Source: an optimization exercise on an open RTL-to-GDS flow (aim: small area, a short achievable clock period and few clock cycles). Production flows keep margins and buffers that such runs may drop. Function was checked by simulation only, so behaviour that the tests miss may differ from the original. Power and IR drop assume default switching activity.

## the baseline
Design vector_unit, start of the top module:
module vector_unit (
	input  wire                                 clock,
	input  wire                                 rst,
	input  wire                                 cmd_valid,
	input  wire  [2:0]                          cmd_op,
	input  wire  [vu_pkg::REG_BITS-1:0]         cmd_rd,
	input  wire  [vu_pkg::REG_BITS-1:0]         cmd_rs1,
	input  wire  [vu_pkg::REG_BITS-1:0]         cmd_rs2,
	input  wire  [vu_pkg::DATA_W-1:0]           cmd_scalar,
	input  wire  [vu_pkg::TID_W-1:0]            cmd_thread_id,
	input  wire  [vu_pkg::ISSUE_W-1:0]          cmd_issue_no,
	input  wire  [vu_pkg::NUM_LANES-1:0]        cmd_lanes,
	output logic                                cmd_ready,
	input  wire  [vu_pkg::LANE_BITS-1:0]        scalar_lane,
	input  wire  [vu_pkg::REG_BITS-1:0]         scalar_reg,
	output logic [vu_pkg::DATA_W-1:0]           scalar_data,
	output logic                                commit_req,
	output logic [vu_pkg::ISSUE_W-1:0]          commit_no,
	input  wire                                 commit_grant
);
	logic               accept;
	logic               ex_valid;
	logic [1:0]         ex_step;	 
	logic               ex_hold;	 
	logic               ex_mul;
	logic               ex_two;	 
	vu_pkg::lane_mask_t ex_lanes;
	vu_pkg::ctrl_t      ex_ctrl;	 
	vu_pkg::reg_idx_t   ex_rd;
	vu_pkg::reg_sel_t   ex_sel1;	 
	vu_pkg::reg_sel_t   ex_sel2;	 
	vu_pkg::data_t      ex_scalar;
	vu_pkg::tid_t       ex_thread_id;
	vu_pkg::lane_mask_t wr_en;
	vu_pkg::data_t      operand_a  [vu_pkg::NUM_LANES];
	vu_pkg::data_t      operand_b  [vu_pkg::NUM_LANES];
	vu_pkg::data_t      lane_sdata [vu_pkg::NUM_LANES];	 
	logic [vu_pkg::NUM_LANES*vu_pkg::NUM_REGS-1:0] scalar_sel;	 
	vu_pkg::data_t      mul_result [2];
	assign scalar_sel  = (vu_pkg::NUM_LANES*vu_pkg::NUM_REGS)'(1) << {scalar_lane, scalar_reg};
	assign scalar_data = lane_sdata[0] | lane_sdata[1] | lane_sdata[2] | lane_sdata[3];
	assign ex_mul  = ex_ctrl.mul;
	assign ex_two  = (ex_lanes[0] & ex_lanes[1]) | (ex_lanes[2] & ex_lanes[3]);
	assign ex_hold = ex_valid & ex_mul & (ex_step != (ex_two ? 2'd2 : 2'd1));
	always_ff @(posedge clock) begin
		if (rst) begin
			ex_valid <= 1'b0;
  ...
clock: 10.0 ns
lec_check: 0
abc_clock_period_in_ps: 3000
cap_margin: 20
core_margin: 2
core_utilization: 40
place_density: 0.6
setup_slack_margin: 3.9
slew_margin: 20
run.sh (not shown) runs the stock make flow with config.mk's settings and CLKGATE_MAP_FILE= SYNTH_SCRIPT=/design/flow/synth_recipe.tcl, a recipe that flattens the netlist after the stock synthesis.
The baseline went all the way through synthesis, placement and routing and the layout is clean on timing, DRC and antenna.
Testbench counts of the baseline, summed over its fixed seeds: cycles 3,985.
[inputs] the candidate vs the baseline
- BUFFER_PORTS_ARGS: unset -> -buffer_cell sky130_fd_sc_hd__buf_6
==> flow/flow/run.sh (new file) <==
#!/bin/bash
# The standard layout (standard.sh, all steps), except that the port
# buffers placed at global placement are plain buffers (buf_6) rather than
# the delay-type buffer the flow picks by default. Every port still gets
# its buffer. The flow's output goes to standard.log.
set -e
line='export BUFFER_PORTS_ARGS = -buffer_cell sky130_fd_sc_hd__buf_6'
for cfg in "$FLOW_CONFIG" config.mk; do
	if [ -n "$cfg" ] && [ -f "$cfg" ] && ! grep -q BUFFER_PORTS_ARGS "$cfg"; then
		echo "$line" >> "$cfg"
	fi
done
bash standard.sh > standard.log 2>&1
==> flow/standard.sh (new file) <==
#!/bin/bash
# synth_recipe.tcl (not shown) runs the flow's synth.tcl, then flattens the netlist and writes it again
# the make line also repeats each setting of config.mk as NAME=value (left out here)
make -C /OpenROAD-flow-scripts/flow DESIGN_CONFIG=/design/flow/config.mk WORK_HOME=/design/flow/orfs CLKGATE_MAP_FILE= SYNTH_SCRIPT=/design/flow/synth_recipe.tcl "${@:-finish}"
removed: flow/run.sh
[summary]
Global-route wire length before repair: the candidate vs the baseline down 48 mm. Summary of the comparison: total iterations of the first detailed-routing run is higher in the candidate, relative to the baseline. Summary of the candidate over the baseline: worst slack on hold paths saw little to no change; area added between synthesis and finish saw a decrease; utilization saw a decrease. The baseline has higher aggregate routed wire length than the candidate. Higher number of diodes was reported by the candidate, not the baseline. When the final numbers for the baseline and the candidate were put side by side, the clock share of power turned out to be smaller in the baseline.

[separate check: timing with driven ports]
How much do the figures lean on ideal ports? The routed layouts below were timed once more, with nothing changed but the port constraints.
Step 1 (the two cells are an assumption about what drives the block):
set clk [get_ports {clock}]
set_driving_cell -lib_cell sky130_fd_sc_hd__clkbuf_16 $clk
set_driving_cell -lib_cell sky130_fd_sc_hd__buf_2 [delete_from_list [all_inputs] $clk]
Step 2 times the ports against the registers' clock, not the clock port: input delays grow and output delays shrink by t, the midpoint of the rising clock arrivals with the driver on.
a / b / c = ideal / step 1 / step 2; a / b = the first two.
| run | shift t [ns] | slack for setup (ns) | worst hold slack (ns) | worst setup path after step 2 | clock arrival spread, ns |
|---|---|---|---|---|---|
| the baseline | 0.942 | 3.699 / 3.656 / 3.656 | 0.463 / 0.463 / 0.463 | input to output | 0.083 / 0.083 |
| the candidate | 0.958 | 3.783 / 3.717 / 3.717 | 0.463 / 0.463 / 0.463 | input to output | 0.058 / 0.059 |
After both steps setup and hold are still met in every run listed. For the candidate, which loses most, drivers alone change the setup slack by -0.066 ns; drivers and shift together by -0.066 ns.
